Background: an optimization exercise with open tools, aiming at small area. Do not read the settings as production practice.
In this exercise RTL edits were held to simulation tests only and were not proved equivalent to the original.
Power is estimated from default activity; no workload was simulated.

==> flow/design.v <==
package rf_pkg;
    localparam int RF_DATA_W = 32;
    localparam int RF_ADDR_W = 5;
    localparam int RF_NUM_RD = 2;
    function automatic [31:0] rf_reset_value(input [31:0] idx, input init_index);
        rf_reset_value = init_index ? idx : 32'd0;
    endfunction
endpackage
module rf_scoreboard #(
    parameter int ADDR_W   = rf_pkg::RF_ADDR_W,
    parameter int ZERO_REG = 1
) (
    input  logic                 rst,
    input  logic                 we,
    input  logic [ADDR_W-1:0]    waddr,
    input  logic                 rsv_en,
    input  logic [ADDR_W-1:0]    rsv_addr,
    input  logic [2**ADDR_W-1:0] busy,
    output logic [2**ADDR_W-1:0] busy_nxt,
    output logic [2**ADDR_W-1:0] busy_d
);
    localparam int DEPTH = 2**ADDR_W;
    logic [DEPTH-1:0] set_v, clr_v, zmask;
    always_comb begin
        set_v    = rsv_en ? DEPTH'(1) << rsv_addr : '0;
        clr_v    = we ? DEPTH'(1) << waddr : '0;
        zmask    = (ZERO_REG != 0) ? {{(DEPTH-1){1'b1}}, 1'b0} : {DEPTH{1'b1}};
        busy_nxt = ((busy & ~clr_v) | set_v) & zmask;
        busy_d   = busy_nxt & {DEPTH{~rst}};
    end
endmodule
module rf_aoi222 (
    input  logic [2:0] a,
    input  logic [2:0] s,
    output logic       y
);
    assign y = ~|(a & s);
endmodule
module rf_aor #(
    parameter int N = 33
) (
    input  logic [N-1:0] a,
    input  logic [N-1:0] s,
    output logic         y
);
    localparam int NG = (N + 2) / 3;
    logic [3*NG-1:0] ap, sp;
    logic [NG-1:0]   yn;
    assign ap = (3*NG)'(a);
    assign sp = (3*NG)'(s);
    for (genvar g = 0; g < NG; g++) begin : g_grp
        rf_aoi222 u_aoi (.a(ap[3*g +: 3]), .s(sp[3*g +: 3]), .y(yn[g]));
    end
    assign y = ~&yn;
endmodule
module rf_multiport #(
    parameter int DATA_W     = rf_pkg::RF_DATA_W,
    parameter int ADDR_W     = rf_pkg::RF_ADDR_W,
    parameter int NUM_RD     = rf_pkg::RF_NUM_RD,
    parameter int ZERO_REG   = 1,
    parameter int INIT_INDEX = 0
) (
    input  logic                     clk,
    input  logic                     rst,
    input  logic                     we,
    input  logic [ADDR_W-1:0]        waddr,
    input  logic [DATA_W-1:0]        wdata,
    input  logic                     rsv_en,
    input  logic [ADDR_W-1:0]        rsv_addr,
    input  logic [NUM_RD-1:0]        rd_en,
    input  logic [NUM_RD*ADDR_W-1:0] raddr,
    output logic [NUM_RD*DATA_W-1:0] rdata,
    output logic [NUM_RD-1:0]        rd_busy,
    output logic                     any_busy
);
    localparam int DEPTH = 2**ADDR_W;
    localparam int R0    = (ZERO_REG != 0) ? 1 : 0;
    localparam int NT    = DEPTH - R0 + 2;    
    logic [DEPTH*DATA_W-1:0] mem;
    logic [DEPTH-1:0]        busy, busy_nxt, busy_d;
    logic [DEPTH-1:0]        wsel;
    logic [DATA_W-1:0]       wd_g;
    logic                    wr_ok;
    assign wr_ok = we && !(ZERO_REG != 0 && waddr == '0);
    rf_scoreboard #(.ADDR_W(ADDR_W), .ZERO_REG(ZERO_REG)) u_sb (
        .rst(rst),
        .we(we),
        .waddr(waddr),
        .rsv_en(rsv_en),
        .rsv_addr(rsv_addr),
        .busy(busy),
        .busy_nxt(busy_nxt),
        .busy_d(busy_d)
    );
    always_ff @(posedge clk) begin
        busy     <= busy_d;
        any_busy <= |busy_d;
    end
    assign wd_g = wdata & {DATA_W{~rst}};
    for (genvar r = 0; r < DEPTH; r++) begin : g_row
        if (r < R0) begin : g_zero
            assign wsel[r] = 1'b0;
            assign mem[r*DATA_W +: DATA_W] = '0;
        end else begin : g_reg
            logic [DATA_W-1:0] m;
            assign wsel[r] = rst | (wr_ok && waddr == ADDR_W'(r));
            always_ff @(posedge clk)
                if (wsel[r]) m <= wd_g;
            assign mem[r*DATA_W +: DATA_W] = m;
        end
    end
    for (genvar p = 0; p < NUM_RD; p++) begin : g_rd
        logic [ADDR_W-1:0] a;
        logic [DATA_W-1:0] d, q;
        logic              b, bn;
        logic              take, hold, byp, rsv_hit;
        logic [NT-1:0]     sel;
        assign a       = raddr[p*ADDR_W +: ADDR_W];
        assign take    = rd_en[p] && !rst;
        assign hold    = !rd_en[p] && !rst;
        assign byp     = take && wr_ok && waddr == a;
        assign rsv_hit = take && rsv_en && rsv_addr == a && !(ZERO_REG != 0 && a == '0);
        for (genvar r = R0; r < DEPTH; r++) begin : g_sel
            assign sel[r-R0] = take && !byp && a == ADDR_W'(r);
        end
        assign sel[NT-2] = byp;
        assign sel[NT-1] = hold;
        for (genvar i = 0; i < DATA_W; i++) begin : g_bit
            logic [NT-1:0] col;
            for (genvar r = R0; r < DEPTH; r++) begin : g_col
                assign col[r-R0] = mem[r*DATA_W + i];
            end
            assign col[NT-2] = wdata[i];
            assign col[NT-1] = q[i];
            rf_aor #(.N(NT)) u_aor (.a(col), .s(sel), .y(d[i]));
        end
        logic bs;
        rf_aor #(.N(NT)) u_aorb (.a({b, 1'b0, busy[DEPTH-1:R0]}), .s(sel), .y(bs));
        assign bn = bs | rsv_hit;
        always_ff @(posedge clk) begin
            q <= d;
            b <= bn;
        end
        assign rdata[p*DATA_W +: DATA_W] = q;
        assign rd_busy[p] = b;
    end
endmodule
==> flow/run.sh <==
#!/bin/bash
# synth_recipe.tcl (not shown) runs the flow's synth.tcl, then flattens the netlist and writes it again
# the make line also repeats each setting of config.mk as NAME=value (left out here)
make -C /OpenROAD-flow-scripts/flow DESIGN_CONFIG=/design/flow/config.mk WORK_HOME=/design/flow/orfs CLKGATE_MAP_FILE= SYNTH_SCRIPT=/design/flow/synth_recipe.tcl finish
==> flow/config.mk <==
export PLATFORM = sky130hd
export DESIGN_NAME = rf_multiport
export DESIGN_NICKNAME = rf_multiport
export VERILOG_FILES = /design/flow/design.v
export SDC_FILE = /design/flow/constraint.sdc
export NUM_CORES = 4
export LEC_CHECK = 0
export CAP_MARGIN = 20
export CORE_MARGIN = 2
export CORE_UTILIZATION = 45
export SLEW_MARGIN = 20
export SYNTH_HIERARCHICAL = 1
==> flow/constraint.sdc <==
create_clock -name core_clock -period 5.0 [get_ports {clk}]
set_input_delay 1.0000 -clock core_clock [delete_from_list [all_inputs] [get_ports {clk}]]
set_output_delay 1.0000 -clock core_clock [all_outputs]
set_load 0.01 [all_outputs]
==> results.json <==
{
  "arrival_ns": 4.90,
  "postCtsSetupBuffers": 0,
  "fin_crit_sh": 0.8476,
  "antenna_found_initial": 2,
  "power_density_nw_per_um2": 403.1,
  "cts_buffer_depth": 3,
  "pre_cts_slack_ns": 0.2074,
  "hold_buffers": 0,
  "cts.clk_slew.worst_paths_ns": 0.06,
  "worstSetupPathType": "in -> reg",
  "min_period_ns": 4.238,
  "via_per_inst": 7.953,
  "r2r-end": "g_rd[1].q[4]$_DFF_P_",
  "cts_inserted_buffers": 110,
  "place.gp.congestion": 0.9654,
  "path_common_cell": "buf_4",
  "hold_class": "reg -> reg",
  "crit_slowest_cell": "nor3_2",
  "cap_violations": 0,
  "critPathCapture": "g_rd[1].q[12]$_DFF_P_",
  "core_um2": 95150,
  "first_global_vias": 32370,
  "worst_slew_pin_slew_ns": 1.203,
  "numPortBuffers": 124,
  "fillers": 7277,
  "routed_wl_mm": 174.4,
  "met3_length_mm": 27.15,
  "grt.total_usage": 0.3441,
  "grt_max_degree": 59,
  "synthCells": 2540,
  "slew_violations": 0,
  "maxSlewHeadroom": 0.1979,
  "avgSynthCellArea_um2": 17.04,
  "r2r_setup_slack_ns": 3.02,
  "die_w_um": 314.1,
  "clk_latency_ns": 0.73,
  "drt-pass1-iter-count": 12,
  "fin_setup_tns_ns": 0,
  "antenna_left": 0,
  "ys.warnings.count": 8,
  "p_leak_nw": 17.20,
  "start_util": 0.4548,
  "first_iter_violations": 9128,
  "critical_path.top_delay_family": "simple AND/OR/NAND/NOR gates",
  "syn_area_um2": 43280,
  "ioPinCount": 125,
  "clock_tree.root_cell": "clkbuf_16",
  "ctsResizeCount": 0,
  "wl_met2_mm": 76.77,
  "m1WireLength_mm": 58.83,
  "cp-startpoint": "waddr[2]",
  "cp_num_cells": 10,
  "dieArea_um2": 98670,
  "max_freq_ghz": 0.2360,
  "grt_pass1_wl_mm": 241.4,
  "setup_violations": 0,
  "multi_input_area_um2": 11880,
  "ir_worst_vdd_mv": 0.2953,
  "fin_nets": 2947,
  "cp_data_required_time_ns": 5.66,
  "cts-htree-levels": 3,
  "row_count": 113,
  "worst-path-max-fanout": 20,
  "maxUsedRoutingLayer": "met5",
  "grt-ovfl-total": 0,
  "status": "no timing/DRC/antenna violations",
  "wl_per_cell_um": 40.98,
  "start_kind": "input pin",
  "seq_area_um2": 31750,
  "setup_ws_ns": 0.7620,
  "rr_worst_depth": 3,
  "vias": 33830,
  "die_h_um": 314.1,
  "area_delta_synth_final_pct": 20.43,
  "cts_tree": "done",
  "cp_cell_sequence": "clkdlybuf4s50_1, or2_1, o41ai_4, nor4_4, buf_4, nor3_2, buf_4, a222oi_1, nand4_1, or3_1",
  "final_layout_size_suffix_gt1_frac": 0.1644,
  "crit_buf_inv": 3,
  "clock_sinks": 1090,
  "r2r_start": "g_row[6].g_reg.m[4]$_DFFE_PP_",
  "finalHoldViolCount": 0,
  "cp_slowest_stage_delay_ns": 0.96,
  "drc_errors": 0,
  "rsz0062_at_grt": "false",
  "finalClockSkew_ns": 0.04017,
  "end_kind": "flip-flop",
  "hpwlAfterDp_mm": 106.1
}
==> state kept, by name (all words and copies together), names as in the netlist <==
register	flops
busy	31
g_rd.b	2
any_busy	1
g_rd.q	64
g_row.g_reg.m	992
==> metrics by stage <==
| step | hold WS, ns | instances | total power, mW | area [um2] | utilization |
|---|---|---|---|---|---|
| after floorplan | 0.4733 | 2541 | 11.82 | 43280 | - |
| after global routing | 0.5610 | 4251 | 21.48 | 52110 | 0.5476 |
| after CTS | 0.5336 | 4248 | 20.96 | 51970 | 0.5461 |
| final | 0.5344 | 4254 | 21.01 | 52120 | 0.5477 |
| after global placement | 0.5143 | 4036 | 12.60 | 48170 | 0.5063 |
| after detailed placement | 0.5254 | 4039 | 12.67 | 48280 | 0.5074 |
==> how the worst min path moves through the flow <==
stage / start / to / slack, ns / cells past startpoint
after floorplan: busy[2]$_DFF_P_ / busy[2]$_DFF_P_ / 0.47 / 2
after global placement: busy[20]$_DFF_P_ / busy[20]$_DFF_P_ / 0.51 / 2
after detailed placement: busy[20]$_DFF_P_ / busy[20]$_DFF_P_ / 0.53 / 2
after CTS: busy[20]$_DFF_P_ / busy[20]$_DFF_P_ / 0.53 / 2
after global routing: busy[21]$_DFF_P_ / busy[21]$_DFF_P_ / 0.56 / 2
final: busy[20]$_DFF_P_ / busy[20]$_DFF_P_ / 0.53 / 2
==> routing by layer <==
layer	track usage	vias up
met5	0.001451	-
met4	0.1919	2
met3	0.08564	588
met2	0.5257	3588
met1	0.4517	16660
li1	-	12990
==> layout by cell type (no fill, tap or decap), types with 10 or more instances in the layout <==
| cell type | count |
|---|---|
| nor2_4 | 26 |
| nor2_1 | 11 |
| clkbuf_16 | 110 |
| dfxtp_1 | 98 |
| or3_1 | 68 |
| clkinv_1 | 19 |
| nor2b_4 | 18 |
| o21ai_4 | 14 |
| xor2_1 | 10 |
| clkinv_2 | 18 |
| bufinv_16 | 14 |
| nor2b_2 | 13 |
| edfxtp_1 | 992 |
| nand2_1 | 65 |
| a222oi_1 | 726 |
| buf_12 | 40 |
| nor3_2 | 28 |
| clkbuf_1 | 32 |
| nand2_2 | 11 |
| o21ai_0 | 23 |
| nand4_1 | 139 |
| clkdlybuf4s50_1 | 123 |
| a21oi_1 | 33 |
| nand3_1 | 85 |
| buf_4 | 147 |
==> final cells by class <==
type | instances | share of cell area
Inverter | 2 | 0.0001441
Sequential cell | 1090 | 0.6092
Antenna cell | 3 | 0.0001441
Clock inverter | 63 | 0.01457
Tap cell | 1265 | 0.03037
Multi-Input combinational cell | 1372 | 0.2279
Timing Repair Buffer | 313 | 0.06144
Clock buffer | 146 | 0.05618
==> power breakdown <==
part | switching [mW] | internal, mW | total [mW]
clock network | 3.59 | 4.86 | 8.45
logic | 0.866 | 0.374 | 1.24
registers | 0.500 | 10.8 | 11.3
total | 4.96 | 16.1 | 21.0
==> tightest hold or removal path, cell delays in order (launching register included) <==
cell	delay (ns)
dfxtp_1	0.32
o31ai_1	0.07
a21oi_1	0.09

what the ideal ports hide:
How much do the figures lean on ideal ports? The routed layout below was timed once more, with nothing changed but the port constraints.
Step 1: set_driving_cell puts a clkbuf_16 on clk and a buf_2 on each other input, an assumption about the parent block.
Step 2, shift: input delay + t, output delay - t, t = (earliest + latest rising clock arrival at the registers) / 2. This alone moves slack from input paths to output paths.
a / b / c = ideal / step 1 / step 2; a / b = the first two.
shift t [ns]: 0.780
setup slack, ns: 0.762 / 0.810 / 0.030
pins driven straight from the clock port: 1
After both steps this run still meets setup and hold. The setup slack of this run moves by +0.048 ns with the drivers and by -0.732 ns with both steps.
